Background: an optimization exercise with open tools, aiming at small area, a short achievable clock period and few clock cycles per item. Do not read the settings as production practice.
At most, simulation tests tie the RTL to the original design; equivalence was not proved.

Design pe_requant, start of the top module:
module pe_requant #(
    parameter int ACC_W  = 32,
    parameter int MULT_W = 16,
    parameter int CNT_W  = 16
) (
    input  logic              clk,
    input  logic              rst_n,
    input  logic              in_valid,
    output logic              in_ready,
    input  logic [ACC_W-1:0]  in_acc,
    input  logic [ACC_W-1:0]  in_bias,
    input  logic              in_last,
    output logic              out_valid,
    input  logic              out_ready,
    output logic [7:0]        out_data,
    output logic              out_last,
    input  logic              cfg_we,
    input  logic [MULT_W-1:0] cfg_mult,
    input  logic [4:0]        cfg_shift,
    input  logic [7:0]        cfg_zp,
    output logic              busy,
    output logic [CNT_W-1:0]  out_count
);
For scale: roughly 3,000 cells after synthesis, ~220 flip-flops, about 130 I/O pins, ~26,000 um2 of cells after synthesis.
==> flow/config.mk <==
export PLATFORM = sky130hd
export DESIGN_NAME = pe_requant
export DESIGN_NICKNAME = pe_requant
export VERILOG_FILES = /design/flow/design.v
export SDC_FILE = /design/flow/constraint.sdc
export NUM_CORES = 4
export LEC_CHECK = 0
export ABC_CLOCK_PERIOD_IN_PS = 4000
export CAP_MARGIN = 20
export CORE_MARGIN = 2
export CORE_UTILIZATION = 55
export SETUP_SLACK_MARGIN = 5.0
export SLEW_MARGIN = 20
==> flow/constraint.sdc <==
create_clock -name core_clock -period 9.0 [get_ports {clk}]
set_input_delay 1.8000 -clock core_clock [delete_from_list [all_inputs] [get_ports {clk}]]
set_output_delay 1.8000 -clock core_clock [all_outputs]
set_load 0.01 [all_outputs]
run.sh (not shown) runs the stock make flow with config.mk's settings and CLKGATE_MAP_FILE= SYNTH_SCRIPT=/design/flow/synth_recipe.tcl, a recipe that flattens the netlist after the stock synthesis.
==> next run, changes <==
- ABC_CLOCK_PERIOD_IN_PS: 4000 -> default
- CORE_UTILIZATION: 55 -> 40
- SETUP_SLACK_MARGIN: 5.0 -> default
The changed run passed the timing, DRC and antenna checks.
Flip-flop and latch count does not change.
Final cell count rises by 4.2%.
Worst hold slack stays flat.
Global-route usage falls by 9.5 points.
Cell area falls by 6.1%.
Via count falls by 4.0%.
Wire length falls by 4.3%.
==> next run, changes <==
- ABC_CLOCK_PERIOD_IN_PS: default -> 4400
- CORE_UTILIZATION: 40 -> 65
- SETUP_SLACK_MARGIN: default -> 5.0
The new run completed with no timing, DRC or antenna violations.
Hold slack improves by 0.021 ns.
Setup slack improves by 0.62 ns.
Area after synthesis is unchanged.
Sequential cell count does not change.
==> next run, changes <==
- CORE_UTILIZATION: 65 -> 55
- SETUP_SLACK_MARGIN: 5.0 -> 4.6
=> Worst hold slack improves by 0.0054 ns; area after synthesis stays the same; cell area is lower by about 2.6%.
Function was not checked in any run of this note: the RTL went through the layout flow alone.

---

Setup of run 1:
pe_requant, a different RTL version from the one above (not shown whole).
Size: ~130 I/O pins.
==> flow/design.v (excerpt) <==
module pe_requant #(
    parameter int ACC_W  = 32,
    parameter int MULT_W = 16,
    parameter int CNT_W  = 16
) (
    input  logic              clk,
    input  logic              rst_n,
    input  logic              in_valid,
    output logic              in_ready,
    input  logic [ACC_W-1:0]  in_acc,
    input  logic [ACC_W-1:0]  in_bias,
    input  logic              in_last,
    output logic              out_valid,
    input  logic              out_ready,
    output logic [7:0]        out_data,
    output logic              out_last,
    input  logic              cfg_we,
    input  logic [MULT_W-1:0] cfg_mult,
    input  logic [4:0]        cfg_shift,
    input  logic [7:0]        cfg_zp,
    output logic              busy,
    output logic [CNT_W-1:0]  out_count
);
==> flow/config.mk <==
export PLATFORM = sky130hd
export DESIGN_NAME = pe_requant
export DESIGN_NICKNAME = pe_requant
export VERILOG_FILES = /design/flow/design.v
export SDC_FILE = /design/flow/constraint.sdc
export NUM_CORES = 4
export LEC_CHECK = 0
export ABC_CLOCK_PERIOD_IN_PS = 4400
export CAP_MARGIN = 20
export CORE_MARGIN = 2
export CORE_UTILIZATION = 55
export CTS_BUF_LIST = sky130_fd_sc_hd__clkbuf_4 sky130_fd_sc_hd__clkbuf_8
export CTS_CLUSTER_SIZE = 30
export GPL_ROUTABILITY_DRIVEN = 0
export SETUP_SLACK_MARGIN = 5.0
export SLEW_MARGIN = 20
export SYNTH_HIERARCHICAL = 1
export SYNTH_MINIMUM_KEEP_SIZE = 0
==> flow/constraint.sdc <==
create_clock -name core_clock -period 9.0 [get_ports {clk}]
set_input_delay 1.8000 -clock core_clock [delete_from_list [all_inputs] [get_ports {clk}]]
set_output_delay 1.8000 -clock core_clock [all_outputs]
set_load 0.01 [all_outputs]
standard.sh (not shown) runs the stock make flow with config.mk's settings and CLKGATE_MAP_FILE= SYNTH_SCRIPT=/design/flow/synth_recipe.tcl, a recipe that flattens the netlist after the stock synthesis.
==> flow/flow/run.sh <==
#!/bin/bash
# Standard layout, with plain buffers (not delay buffers) on the ports and a
# clock tree without dummy loads.
export BUFFER_PORTS_ARGS="-buffer_cell sky130_fd_sc_hd__buf_1"
export CTS_ARGS="-sink_clustering_enable -repair_clock_nets -dont_use_dummy_load -sink_clustering_size 16 -sink_clustering_max_diameter 70 -buf_list {sky130_fd_sc_hd__clkbuf_8}"
bash standard.sh > standard.log 2>&1
Run 1 finished all stages; the layout is clean.
Testbench counts of run 1, summed over its fixed seeds: cycles 11,268, items 10,948.
Modified inputs, run 2 compared to run 1
diff --git a/flow/config.mk b/flow/config.mk
--- a/flow/config.mk
+++ b/flow/config.mk
@@ -12,5 +12,4 @@
 export CTS_BUF_LIST = sky130_fd_sc_hd__clkbuf_4 sky130_fd_sc_hd__clkbuf_8
 export CTS_CLUSTER_SIZE = 30
-export GPL_ROUTABILITY_DRIVEN = 0
 export SETUP_SLACK_MARGIN = 5.0
 export SLEW_MARGIN = 20
The core utilization on run 1 is in line with that on run 2. Going from run 1 to run 2, wire length of the first global-routing pass now larger; register fraction of the total cell area comparable. Run 1 → run 2: count of clock-buffer cells in the layout fell 1; length of routed met3 wiring rose about 6.5%; relative area change from synthesis to final layout about even; worst hold path stage count about even.
diff inputs: run 2 => run 3
diff --git a/flow/config.mk b/flow/config.mk
--- a/flow/config.mk
+++ b/flow/config.mk
@@ -12,4 +12,5 @@
 export CTS_BUF_LIST = sky130_fd_sc_hd__clkbuf_4 sky130_fd_sc_hd__clkbuf_8
 export CTS_CLUSTER_SIZE = 30
+export GPL_TIMING_DRIVEN = 0
 export SETUP_SLACK_MARGIN = 5.0
 export SLEW_MARGIN = 20
==> notes.md <==
Routed wirelength normalized by instance count up 4.1% in run 3 wrt run 2
The higher buffers inserted during post-CTS setup optimization of run 2 and run 3 is in run 3.
Sort run 2 and run 3 by critical path depth asc -> top: run 2
Run 3 vs run 2 — clock tree cell share of total cell area dropped 0.15 points.
In run 3 relative to run 2, routed wire length had gone up by more than 10%.
Timing endpoint of the critical path: r3_win[3] -> run 3, in_ready -> run 2

-- separate check: timing with driven ports --
No port has a modelled driver above. Below, the same layouts with a new extraction and two added sets of constraints. Step 1, drivers: a clkbuf_16 drives clk and a buf_2 each remaining input, both assumed. Step 2 times the ports against the registers' clock, not the clock port: input delays grow and output delays shrink by t, the midpoint of the rising clock arrivals with the driver on. a / b / c = ideal ports / drivers / drivers and shift; a / b = the first two.
| run | shift t [ns] | slack for setup (ns) | hold slack, ns | worst register clock-pin slew, ns |
|---|---|---|---|---|
| the first run of note 1 | 0.615 | 4.699 / 4.699 / 4.472 | 0.330 / 0.330 / 0.330 | 0.07 / 0.07 |
| the second run of note 1 | 0.625 | 4.001 / 4.036 / 3.411 | 0.327 / 0.327 / 0.327 | 0.06 / 0.06 |
| the third run of note 1 | 0.618 | 4.626 / 4.626 / 4.527 | 0.348 / 0.348 / 0.348 | 0.06 / 0.06 |
| the fourth run of note 1 | 0.621 | 4.625 / 4.625 / 4.078 | 0.353 / 0.353 / 0.353 | 0.06 / 0.06 |
| run 1 | 0.619 | 5.006 / 4.982 / 4.537 | 0.334 / 0.334 / 0.334 | 0.10 / 0.10 |
| run 2 | 0.626 | 5.028 / 5.007 / 4.521 | 0.337 / 0.337 / 0.337 | 0.10 / 0.10 |
| run 3 | 0.621 | 5.018 / 5.018 / 4.533 | 0.335 / 0.335 / 0.335 | 0.11 / 0.11 |
After both steps every run listed still meets setup and hold. For the second run of note 1, which loses most, drivers alone change the setup slack by +0.035 ns; drivers and shift together by -0.590 ns.
